Background: an optimization exercise with open tools, aiming at small area and few clock cycles per item. Do not read the settings as production practice.
Only simulation tests tie the RTL to the original design; equivalence was not proved.

==> trial 27 <==
Design air_quality_index_daily_summary, start of the top module:
module air_quality_index_daily_summary #(
  parameter int PERIODS_PER_DAY = 6
) (
  input  logic                clk,
  input  logic                rst_n,
  input  logic                cfg_we,
  input  logic [1:0]          cfg_index,
  input  logic [13:0]         cfg_wdata,
  input  logic                in_valid,
  output logic                in_ready,
  input  logic [13:0]         in_pm25_tenths,
  input  logic [13:0]         in_co2_ppm,
  input  logic signed [10:0]  in_temperature_tenths,
  input  logic [9:0]          in_humidity_tenths,
  output logic                out_valid,
  input  logic                out_ready,
  output logic [8:0]          out_aqi_index,
  output logic [2:0]          out_aqi_level,
  output logic [1:0]          out_co2_level,
  output logic signed [11:0]  out_thi_tenths,
  output logic [1:0]          out_thi_level,
  output logic                out_day_done,
  output logic [8:0]          out_avg_aqi,
  output logic [13:0]         out_avg_co2,
  output logic signed [11:0]  out_avg_thi_tenths,
  output logic [2:0]          out_rec_aqi_level,
  output logic [1:0]          out_rec_co2_level,
  output logic [2:0]          out_rec_thi_level
);
==> flow/config.mk <==
export PLATFORM = sky130hd
export DESIGN_NAME = air_quality_index_daily_summary
export DESIGN_NICKNAME = air_quality_index_daily_summary
export VERILOG_FILES = /design/flow/design.v
export SDC_FILE = /design/flow/constraint.sdc
export NUM_CORES = 4
export LEC_CHECK = 0
export ABC_AREA = 1
export CAP_MARGIN = 20
export CORE_MARGIN = 2
export CORE_UTILIZATION = 40
export SLEW_MARGIN = 20
export SYNTH_HIERARCHICAL = 1
export SYNTH_MINIMUM_KEEP_SIZE = 0
==> flow/constraint.sdc <==
create_clock -name core_clock -period 11.0 [get_ports {clk}]
set_input_delay 2.2000 -clock core_clock [delete_from_list [all_inputs] [get_ports {clk}]]
set_output_delay 2.2000 -clock core_clock [all_outputs]
set_load 0.01 [all_outputs]
standard.sh (not shown) runs the stock make flow with config.mk's settings and CLKGATE_MAP_FILE= SYNTH_SCRIPT=/design/flow/synth_recipe.tcl, a recipe that flattens the netlist after the stock synthesis.
==> flow/flow/run.sh <==
#!/bin/bash
# Layout flow: the standard flow, with the port buffers made of the smallest
# buffer cell (buf_1) instead of the resizer's default choice.
set -e
export BUFFER_PORTS_ARGS="-buffer_cell sky130_fd_sc_hd__buf_1"
bash standard.sh > standard.log 2>&1
==> build 42: changes against trial 27 <==
==> flow/run.sh (new file) <==
#!/bin/bash
# synth_recipe.tcl (not shown) runs the flow's synth.tcl, then flattens the netlist and writes it again
# the make line also repeats each setting of config.mk as NAME=value (left out here)
make -C /OpenROAD-flow-scripts/flow DESIGN_CONFIG=/design/flow/config.mk WORK_HOME=/design/flow/orfs CLKGATE_MAP_FILE= SYNTH_SCRIPT=/design/flow/synth_recipe.tcl finish
removed: flow/flow/run.sh
removed: flow/standard.sh
==> summary of the runs <==
Against build 42, the via count of trial 27 is lower by about 0.23%. Of build 42 and trial 27, build 42 has the higher fmax (gap about 0.6%, measured against trial 27). Critical path depth: build 42 is lower than trial 27 (6). In trial 27 the worst setup slack is lower than in build 42, by 0.064 ns. Sequential cell count is the same in trial 27 and build 42. In trial 27 the core utilization is lower than in build 42, by 1.6 points. Of build 42 and trial 27, build 42 has the higher global-route usage (gap 0.49 points). Cell area: build 42 is larger than trial 27 (3.5%). First-iteration DRC count: build 42 is higher than trial 27 (15%). In build 42 the clock-buffer cell count is higher than in trial 27, by 2.
==> figures <==
Final area over synthesized area: build 42 1.135x; trial 27 1.097x
Grt met2 use: build 42 34.0%; trial 27 33.5%
Proportion of cell area spent on the clock network: build 42 2.28%; trial 27 2.58%
Final cell count without fillers: build 42 3125; trial 27 3129
Start point of the worst min-delay path: build 42 co2_high_r[2]; trial 27 co2_high_r[13]
Clk_skew: build 42 0.0143 ns; trial 27 0.0108 ns
Detailed-routed wire length on met3: build 42 2770 um; trial 27 2610 um
Final worst slack: build 42 0.455 ns; trial 27 0.390 ns
Wire length of the first global-routing pass: build 42 87600 um; trial 27 85900 um
Global Route Usage Sum: build 42 20.8%; trial 27 20.3%
Data required time at the worst endpoint: build 42 11.23 ns; trial 27 11.21 ns
Maximum operating frequency: build 42 0.0948 GHz; trial 27 0.0943 GHz
Worst endpoint data arrival time: build 42 10.77 ns; trial 27 10.82 ns
Via density per instance: build 42 5.08; trial 27 5.06
Share of cell area taken by flip-flops and latches: build 42 18.2%; trial 27 18.8%
Fillcell total: build 42 4942; trial 27 5015
Status: build 42 timing/DRC/antenna clean; trial 27 timing/DRC/antenna clean
Worst max-slew margin expressed relative to the limit: build 42 42.9%; trial 27 31.1%
Testbench counts of trial 27, summed over its fixed seeds: cycles 24,016, items 24,000.
Testbench counts of build 42, summed over its fixed seeds: cycles 24,016, items 24,000.

## what the ideal ports hide
The results above use ideal ports. As a check the final layouts listed here were re-extracted and re-timed, cells and wires unchanged. Step 1 (the two cells are an assumption about what drives the block):
set clk [get_ports {clk}]
set_driving_cell -lib_cell sky130_fd_sc_hd__clkbuf_16 $clk
set_driving_cell -lib_cell sky130_fd_sc_hd__buf_2 [delete_from_list [all_inputs] $clk]
Step 2, shift: input delay + t, output delay - t, t = (earliest + latest rising clock arrival at the registers) / 2. This alone moves slack from input paths to output paths. Slacks: no drivers / after step 1 / after step 2; pairs: no drivers / after step 1.
run | t, ns | slack for setup (ns) | hold WS [ns] | worst setup path at the end | worst register clock-pin slew, ns
trial 27 | 0.512 | 0.390 / 0.390 / 0.390 | 0.468 / 0.468 / 0.468 | register to register | 0.07 / 0.07
build 42 | 0.528 | 0.455 / 0.455 / 0.455 | 0.459 / 0.459 / 0.459 | register to register | 0.07 / 0.07
After both steps setup and hold are still met in every run listed.
